Context: an optimization exercise on an open-source flow, tuned for small area, a short achievable clock period and few clock cycles per item. The choices shown serve that exercise and are no tape-out recipe. Where RTL was checked, it was by simulation tests only, not by an equivalence proof against the original. No activity file was given, so power comes from the tool's default toggle rates.

== old ==
## nn_accel
module nn_accel (
    input  logic         clk_i,
    input  logic         rst_i,
    input  logic         cmd_strobe_i,
    input  logic [31:0]  cmd_addr_i,
    output logic         mem_req_strobe_o,
    output logic         mem_req_rw_o,
    output logic [31:0]  mem_req_addr_o,
    output logic [31:0]  mem_req_wdata_o,
    input  logic         mem_rsp_ready_i,
    input  logic [127:0] mem_rsp_line_i,
    output logic         done_o,
    output logic [31:0]  class_o
);
Size in the first run: about 7600 cells after synthesis, ~0.089 mm^2 of cells after synthesis.
export LEC_CHECK = 0
export CAP_MARGIN = 20
export CORE_MARGIN = 2
export CORE_UTILIZATION = 55
export SLEW_MARGIN = 20
create_clock -name core_clock -period 12.0 [get_ports {clk_i}]
standard.sh (not shown) runs the stock make flow with config.mk's settings and CLKGATE_MAP_FILE= SYNTH_SCRIPT=/design/flow/synth_recipe.tcl, a recipe that flattens the netlist after the stock synthesis.
==> flow/flow/run.sh <==
#!/bin/bash
set -euo pipefail
export SETUP_SLACK_MARGIN=8
export BUFFER_PORTS_ARGS="-buffer_cell sky130_fd_sc_hd__buf_4"
export CTS_ARGS="-sink_clustering_enable -repair_clock_nets -dont_use_dummy_load"
bash standard.sh > standard_flow.log 2>&1
old completed every stage of the flow, and the final layout passed the timing, design-rule and antenna checks.
> inputs changed (old -> new)
diff --git a/flow/design.v b/flow/design.v
--- a/flow/design.v
+++ b/flow/design.v
@@ -2667,25 +2667,24 @@
     logic [6:0]    j0_q;           
     logic [3:0]    g_q;            
     logic [29:0]   p_q;            
     logic [29:0]   r0_q;           
     logic [29:0]   arow0_q;        
     logic [29:0]   a_q;            
-    logic [29:0]   il_c;           
+    logic [27:0]   il_q;           
     logic signed [7:0] b_q;        
     logic          wpar_q;         
     logic          fst_q;          
     logic [KW-1:0] k_q;
     logic          item_in_q;      
     logic          fgp_q;          
     logic [1:0]    gtok_q;         
     logic [3:0]    gsz_q [2];      
     logic [1:0]    gval_q;         
     logic          last_layer;
     assign last_layer = ({1'b0, l_q} == nl_q - 3'd1);
-    assign il_c       = p_q + {{22{b_q[7]}}, b_q};
     logic          wact_q;
     logic [KW-1:0] wk_q;           
     logic [3:0]    wg_q;
     logic [29:0]   wa_q;           
     logic [6:0]    wj_q;           
     logic          wprio_q;        
@@ -2723,35 +2722,32 @@
     logic [3:0]    gnew_c;
     logic [MW-1:0] meta_c;
     logic          c_ok_q, c_hf_q, c_hb_q, c_inok_q, c_lstep_q;
     logic [1:0]    c_tlo_q, c_thi_q;
     logic [2:0]    c_base_q;
     logic          c_upd_g, c_upd_s, c_upd_r;
-    function automatic logic [13:0] cand_eval(input logic signed [7:0] b, input logic signed [8:0] nb,
-                                              input logic [1:0] d, input logic wpar);
+    function automatic logic [13:0] cand_eval(input logic signed [7:0] b, input logic [1:0] d,
+                                              input logic [6:0] n, input logic wpar);
         logic signed [8:0] s, ns;
         logic ok, hf, hb, inok, lstep;
         logic [1:0] tlo, thi;
         s     = 9'(b) - 9'(d);
-        ns    = nb + 9'(d);                  
+        ns    = $signed({2'b00, n}) - s;
         ok    = (s >= -9'sd3) && (ns >= 9'sd0);
         hf    = (s <= 9'sd0);
         hb    = (ns <= 9'sd3);
         tlo   = hf ? 2'(-s) : 2'd0;
         thi   = hb ? ns[1:0] : 2'd3;
-        inok  = nb > 9'sd0;                  
-        lstep = nb <= 9'sd0;                 
+        inok  = b < $signed({1'b0, n});
+        lstep = b + 8'sd1 > $signed({1'b0, n});
         cand_eval = {ok, hf, hb, tlo, thi, 3'({wpar, 2'b00} - {1'b0, d}), inok, lstep};
     endfunction
-    logic signed [8:0] nb_q;                 
-    logic signed [8:0] nb_g;
     logic [13:0] ce_g, ce_s, ce_r;
-    assign nb_g = $signed({2'b00, n_q}) + $signed({7'd0, p_q[1:0]});
-    assign ce_g = cand_eval(-$signed({6'd0, p_q[1:0]}), nb_g, r0_q[1:0] - p_q[1:0], 1'b0);
-    assign ce_s = cand_eval(b_q + 8'sd4, nb_q - 9'sd4, arow0_q[1:0], !wpar_q);
-    assign ce_r = cand_eval(b_q, nb_q, a_q[1:0] + n_q[1:0] + 2'd1, wpar_q);
+    assign ce_g = cand_eval(-$signed({6'd0, p_q[1:0]}), r0_q[1:0] - p_q[1:0], n_q, 1'b0);
+    assign ce_s = cand_eval(b_q + 8'sd4, arow0_q[1:0], n_q, !wpar_q);
+    assign ce_r = cand_eval(b_q, a_q[1:0] + n_q[1:0] + 2'd1, n_q, wpar_q);
     assign c_upd_g = ginit_go;
     assign c_upd_s = f_adv && !item_in_q && step_end;
     assign c_upd_r = f_adv && !item_in_q && !step_end;
     always_ff @(posedge clk_i) begin
         if (c_upd_g || c_upd_s || c_upd_r) begin
             {c_ok_q, c_hf_q, c_hb_q, c_tlo_q, c_thi_q, c_base_q, c_inok_q, c_lstep_q} <=
@@ -2857,13 +2853,13 @@
         end
         if (complete) begin
             wk_q <= '0;
             wg_q <= gsz_q[cgp_q];
         end
         if (f_prep) begin
-            addr_q  <= item_in_q ? {il_c[29:2], 2'b00} : {a_q[29:2], 2'b00};
+            addr_q  <= item_in_q ? {il_q, 2'b00} : {a_q[29:2], 2'b00};
             rw_q    <= 1'b0;
             pr_kind <= RK_LINE;
             pr_last <= 1'b0;
             for (int i = 0; i < FD; i++) pr_sl[i] <= (rp_q == FW'(i));
             smeta_q[rp_q] <= meta_c;
         end
@@ -2893,30 +2889,30 @@
                     wa_q <= p_q + 30'(n_q);
                     wj_q <= 7'd0;
                 end
                 g_q          <= gnew_c;
                 gsz_q[fgp_q] <= gnew_c;
                 b_q          <= -$signed({6'd0, p_q[1:0]});
-                nb_q         <= nb_g;
                 wpar_q       <= 1'b0;
                 fst_q        <= 1'b1;
+                il_q         <= p_q[29:2];
                 arow0_q      <= r0_q - 30'(p_q[1:0]);
                 a_q          <= r0_q - 30'(p_q[1:0]);
                 k_q          <= '0;
                 item_in_q    <= 1'b1;
             end
             F_STEP: if (f_adv) begin
                 if (item_in_q) begin
                     item_in_q <= 1'b0;
                 end else begin
                     if (fst_q) r0_q <= r0_q + 30'(n_q) + 30'd1;
                     if (step_end) begin
                         b_q       <= b_q + 8'sd4;
-                        nb_q      <= nb_q - 9'sd4;
                         wpar_q    <= !wpar_q;
                         fst_q     <= 1'b0;
+                        il_q      <= il_q + 28'd1;
                         arow0_q   <= arow0_q + 30'd4;
                         a_q       <= arow0_q + 30'd4;
                         k_q       <= '0;
                         item_in_q <= 1'b1;
                         if (c_lstep_q) j0_q <= j0_q + 7'(g_q);
                     end else begin
Results
new ran to completion and came out clean on the timing, design-rule and antenna checks. old completed end to end with timing, DRC and antenna clean. Looking at vertical die dimension across new and old, the one that comes out higher is new. On power dissipated by switching net loads: between new and old, it ends up higher for new. Est. power | new vs old | new higher. Of the two values seen for worst setup path startpoint, n_q[1] was produced by new and u_mac.s2_sel[5] by old. new and old ended up with nearly the same worst hold slack across all endpoints. new reports its cell with the largest stage delay on the worst path as sky130_fd_sc_hd__fa_2 while old reports sky130_fd_sc_hd__or4b_1. The signed area change from the synthesized netlist to the final layout on new is in line with that on old. new ends up with a mean number of vias per cell that is 0.79% lower than in old.
Testbench counts of new, summed over its fixed seeds: cycles 91,273, inferences 48.
The RTL of old was laid out without a check of its function.

## what the ideal ports hide
In the flow no input, the clock included, has a driving cell. The finished layouts below were timed again as built, in two steps.
Step 1: set_driving_cell puts a clkbuf_16 on clk_i and a buf_2 on each other input, an assumption about the parent block.
Step 2, shift: input delay + t, output delay - t, t = (earliest + latest rising clock arrival at the registers) / 2. This alone moves slack from input paths to output paths.
Three values: ideal ports, drivers, drivers and shift; two values: the first two.
run	t (ns)	slack for setup (ns)	hold WS [ns]
old	0.871	7.999 / 7.981 / 7.514	0.315 / 0.315 / 0.315
new	0.864	7.951 / 7.951 / 7.563	0.316 / 0.316 / 0.316
After both steps setup and hold are still met in every run listed. For old, which loses most, drivers alone change the setup slack by -0.018 ns; drivers and shift together by -0.485 ns.
